This design comes from an exercise in tuning for small area, a short achievable clock period and few clock cycles per item on the open sky130 flow, not from production work.
Function was checked by simulation only, so behaviour that the tests miss may differ from the original.

alpha:
## cosine_similarity_stream_core
module cosine_similarity_stream_core (
  input  logic                                clk,
  input  logic                                rst_n,
  input  logic                                in_push,
  output logic                                in_full,
  input  logic signed [csim_pkg::ELEM_W-1:0]  in_a_value,
  input  logic signed [csim_pkg::ELEM_W-1:0]  in_b_value,
  input  logic                                in_is_last,
  input  logic                                out_pop,
  output logic                                out_empty,
  output logic signed [csim_pkg::SIM_W-1:0]   out_similarity,
  output logic                                out_status
);
  logic        s_we, s_full, s_take, s_full_nxt, slot_avail, eng_soon_nxt;
  logic        rst_d;
  always_ff @(posedge clk) rst_d <= rst_n;
  logic [43:0] s_dot_w, s_dot;
  logic [42:0] s_na_w, s_na, s_nb_w, s_nb;
  csim_front u_front (
    .clk          (clk),
    .rst_n        (rst_n),
    .rst_d        (rst_d),
    .in_push      (in_push),
    .in_a_value   (in_a_value),
    .in_b_value   (in_b_value),
    .in_is_last   (in_is_last),
    .in_full      (in_full),
    .s_full_nxt   (s_full_nxt),
    .slot_avail   (slot_avail),
    .eng_soon_nxt (eng_soon_nxt),
    .s_we         (s_we),
    .s_dot        (s_dot_w),
    .s_na         (s_na_w),
    .s_nb         (s_nb_w)
  );
  ...
Size in the first run: roughly 7400 cells after synthesis, about 830 flip-flops, about 56 I/O pins, roughly 67000 sq um of cells after synthesis.
==> module csim_back, before the edit <==
module csim_back (
  input  logic                                clk,
  input  logic                                rst_n,
  input  logic                                rst_d,
  input  logic                                s_full,
  input  logic [43:0]                         s_dot,
  input  logic [42:0]                         s_na,
  input  logic [42:0]                         s_nb,
  output logic                                s_take,
  output logic                                eng_soon_nxt,
  input  logic                                out_pop,
  output logic                                out_empty,
  output logic signed [csim_pkg::SIM_W-1:0]   out_similarity,
  output logic                                out_status
);
  logic         mul_r, sqrt_r, fin_r;
  logic         mul_rx, mul_ry, mul_rz;   
  logic         mul_px, mul_py, mul_pz;
  logic [1:0]   dr_r, dp_r;               
  logic [4:0]   cnt_r;
  logic [103:0] r_r;
  logic [101:0] pa_r;
  logic [86:0]  p_r;
  logic [15:0]  m_r;
  logic         neg_r, stat_r, ovf_r;
  logic         oval_r, oempty_r, ostat_r;
  logic [15:0]  osim_r;
  logic         idle, cnt_z, wr_out, bit_y, ovf;
  logic         mul_nxt, sqrt_nxt, fin_nxt, idle_nxt, oval_nxt, cnt_z_nxt;
  logic [4:0]   cnt_nxt;
  logic         skip;
  logic [43:0]  mag, mul_mag;
  logic [42:0]  mul_na;
  logic [1:0]   dr, dp;
  logic [105:0] rx, ry, rz, rs, rc, rsum;
  logic [103:0] px, py, pz, ps, pc, psum;
  logic [15:0]  q;
  logic [15:0]  sim_val;
  assign idle    = ~mul_r & ~sqrt_r & ~fin_r;
  assign cnt_z   = (cnt_r == 5'd0);
  assign mul_mag = pa_r[86:43];
  assign mul_na  = pa_r[42:0];
  assign dr      = dr_r;
  assign dp      = dp_r;
  assign rx   = mul_rx ? {2'b00, r_r[101:0], 2'b00} : {r_r, 2'b01};
  assign ry   = mul_ry ? (dr[1] ? {61'd0, mul_mag, 1'b0} : 106'd0) : ~{2'b00, pa_r, 2'b00};
  assign rz   = mul_rz ? (dr[0] ? {62'd0, mul_mag} : 106'd0) : ~{19'd0, p_r};
  assign rs   = rx ^ ry ^ rz;
  assign rc   = {(rx[104:0] & ry[104:0]) | (rz[104:0] & (rx[104:0] ^ ry[104:0])), ~mul_rz};
  assign rsum = rs + rc;
  assign px   = mul_px ? {17'd0, p_r[84:0], 2'b00} : {1'b0, pa_r, 1'b0};
  assign py   = mul_py ? (dp[1] ? {60'd0, mul_na, 1'b0} : 104'd0) : {17'd0, p_r};
  assign pz   = mul_pz ? (dp[0] ? {61'd0, mul_na} : 104'd0) : 104'd0;
  assign ps   = px ^ py ^ pz;
  assign pc   = {(px[102:0] & py[102:0]) | (pz[102:0] & (px[102:0] ^ py[102:0])), 1'b0};
  assign psum = ps + pc;
  assign ovf   = ovf_r | (r_r[103:102] != 2'b00);
  assign bit_y = ovf | ~rsum[105];
  assign mag = s_dot[43] ? (44'd0 - s_dot) : s_dot;
  assign skip = (mag[43:36] == 8'd0) & (s_nb[42:36] == 7'd0);
  assign wr_out = fin_r & ~oval_r & rst_d;
  assign s_take = s_full & (idle | wr_out);
  assign eng_soon_nxt = idle_nxt | ((fin_nxt | (sqrt_nxt & cnt_z_nxt)) & ~oval_nxt);
  assign q = {1'b0, m_r[15:1]} + {15'd0, m_r[0]};
  always_comb begin
    if (stat_r)     sim_val = 16'd0;
    else if (neg_r) sim_val = 16'd0 - q;
    else            sim_val = q[15] ? 16'h7FFF : q;
  end
  assign mul_nxt   = s_take | (mul_r & ~cnt_z);
  assign sqrt_nxt  = (mul_r & cnt_z) | (sqrt_r & ~cnt_z);
  assign fin_nxt   = (sqrt_r & cnt_z) | (fin_r & ~wr_out);
  assign idle_nxt  = ~mul_nxt & ~sqrt_nxt & ~fin_nxt;
  assign oval_nxt  = wr_out | (oval_r & ~out_pop);
  assign cnt_nxt   = s_take ? (skip ? 5'd17 : 5'd21) : (mul_r & cnt_z) ? 5'd15 : (mul_r | sqrt_r) ? cnt_r - 5'd1 : cnt_r;
  assign cnt_z_nxt = (cnt_nxt == 5'd0);
  always_ff @(posedge clk) begin
    if (!rst_n) begin
      oval_r   <= 1'b0;
      oempty_r <= 1'b1;
    end else begin
      oval_r   <= oval_nxt;
      oempty_r <= ~oval_nxt;
    end
    if (!rst_d) begin
      mul_r  <= 1'b0;
      mul_rx <= 1'b0;
      mul_ry <= 1'b0;
      mul_rz <= 1'b0;
      mul_px <= 1'b0;
      mul_py <= 1'b0;
      mul_pz <= 1'b0;
      sqrt_r <= 1'b0;
      fin_r  <= 1'b0;
    end else begin
      mul_r  <= mul_nxt;
      mul_rx <= s_take | (mul_rx & ~cnt_z);
      mul_ry <= s_take | (mul_ry & ~cnt_z);
      mul_rz <= s_take | (mul_rz & ~cnt_z);
      mul_px <= s_take | (mul_px & ~cnt_z);
      mul_py <= s_take | (mul_py & ~cnt_z);
      mul_pz <= s_take | (mul_pz & ~cnt_z);
      sqrt_r <= sqrt_nxt;
      fin_r  <= fin_nxt;
    end
  end
  always_ff @(posedge clk) begin
    if (s_take) begin
      r_r  <= skip ? {mag[35:0], 68'd0} : {mag, 60'd0};
      pa_r <= {15'd0, mag, s_na};
      p_r  <= skip ? {s_nb[35:0], 51'd0} : {1'b0, s_nb, 43'd0};
      dr_r <= skip ? mag[35:34] : mag[43:42];
      dp_r <= skip ? s_nb[35:34] : {1'b0, s_nb[42]};
    end else if (mul_r) begin
      r_r  <= rsum[103:0];
      p_r  <= psum[86:0];
      dr_r <= r_r[101:100];
      dp_r <= p_r[84:83];
      pa_r <= cnt_z ? 102'd0 : pa_r;
    end else begin
      r_r  <= bit_y ? rsum[103:0] : {r_r[101:0], 2'b00};
      pa_r <= bit_y ? psum[101:0] : {pa_r[100:0], 1'b0};
    end
  end
  always_ff @(posedge clk) begin
    if (s_take) begin
      neg_r  <= s_dot[43];
      stat_r <= (s_na == 43'd0) | (s_nb == 43'd0);
    end else if (mul_r) begin
      ovf_r <= 1'b0;
    end else if (sqrt_r) begin
      m_r   <= {m_r[14:0], bit_y};
      ovf_r <= ovf;
    end
    cnt_r <= cnt_nxt;
    if (wr_out) begin
      osim_r  <= sim_val;
      ostat_r <= stat_r;
    end
  end
  assign out_empty      = oempty_r;
  assign out_similarity = osim_r;
  assign out_status     = ostat_r;
endmodule
clock: 16.0 ns
lec_check: 0
cap_margin: 20
core_margin: 2
core_utilization: 60
cts_buf_list: sky130_fd_sc_hd__clkbuf_8
cts_cluster_size: 20
slew_margin: 20
tns_end_percent: 10
standard.sh (not shown) runs the stock make flow with config.mk's settings and CLKGATE_MAP_FILE= SYNTH_SCRIPT=/design/flow/synth_recipe.tcl, a recipe that flattens the netlist after the stock synthesis.
==> flow/flow/run.sh <==
#!/bin/bash
# Own flow: the standard layout (standard.sh, unchanged synthesis, same SDC and
# clock period), with repair_timing asked to keep a larger setup margin so that the
# layout is optimised for a shorter achieved period. make's full output goes to
# flow_make.log here; ORFS also keeps each step's log under orfs/logs/.
set -euo pipefail
bash standard.sh SETUP_SLACK_MARGIN=11.5 finish > flow_make.log 2>&1
Testbench counts of alpha, summed over its fixed seeds: cycles 20,537, vectors 384.
### alpha -> delta
diff --git a/flow/design.v b/flow/design.v
--- a/flow/design.v
+++ b/flow/design.v
@@ -1328,5 +1328,5 @@
   assign mag = s_dot[43] ? (44'd0 - s_dot) : s_dot;
   assign skip = (mag[43:36] == 8'd0) & (s_nb[42:36] == 7'd0);
-  assign wr_out = fin_r & ~oval_r & rst_d;
+  assign wr_out = fin_r & ~oval_r;
   assign s_take = s_full & (idle | wr_out);
   assign eng_soon_nxt = idle_nxt | ((fin_nxt | (sqrt_nxt & cnt_z_nxt)) & ~oval_nxt);
Notes after the runs:
Per the comparison of delta with alpha, clock skew went down by 0.0081 ns, overall die area up 1400 sq um. | sequential cell area share | alpha vs delta | ≈ equal |. delta and alpha ended up with nearly the same area of all sequential standard cells. For the number of tap cells added at floorplan, delta came in 12 higher than alpha did. delta vs. alpha: clock-pin transition on the worst setup and hold timing paths flat, fmax picked up an extra about 10%. Worst hold slack improves in delta relative to alpha. When delta is measured against alpha, its length of the first detailed-routing pass in iterations turns out 1 lower.
Testbench counts of delta, summed over its fixed seeds: cycles 20,537, vectors 384.

-- static timing again, ports no longer ideal --
The results above use ideal ports. As a check the final layouts listed here were re-extracted and re-timed, cells and wires unchanged.
Step 1 (the two cells are an assumption about what drives the block):
set clk [get_ports {clk}]
set_driving_cell -lib_cell sky130_fd_sc_hd__clkbuf_16 $clk
set_driving_cell -lib_cell sky130_fd_sc_hd__buf_2 [delete_from_list [all_inputs] $clk]
Step 2, shift: input delay + t, output delay - t, t = (earliest + latest rising clock arrival at the registers) / 2. This alone moves slack from input paths to output paths.
Three values: no drivers, after step 1, after step 2; two values: the first two.
| run | t, ns | setup WS [ns] | worst hold slack (ns) | pins driven straight from the clock port |
|---|---|---|---|---|
| alpha | 0.993 | 10.523 / 10.523 / 10.523 | 0.347 / 0.347 / 0.347 | 1 |
| delta | 0.934 | 11.047 / 11.047 / 10.851 | 0.351 / 0.351 / 0.351 | 1 |
After both steps every run listed still meets setup and hold. The setup slack of delta, which loses most, moves by 0.000 ns with the drivers and by -0.196 ns with both steps.
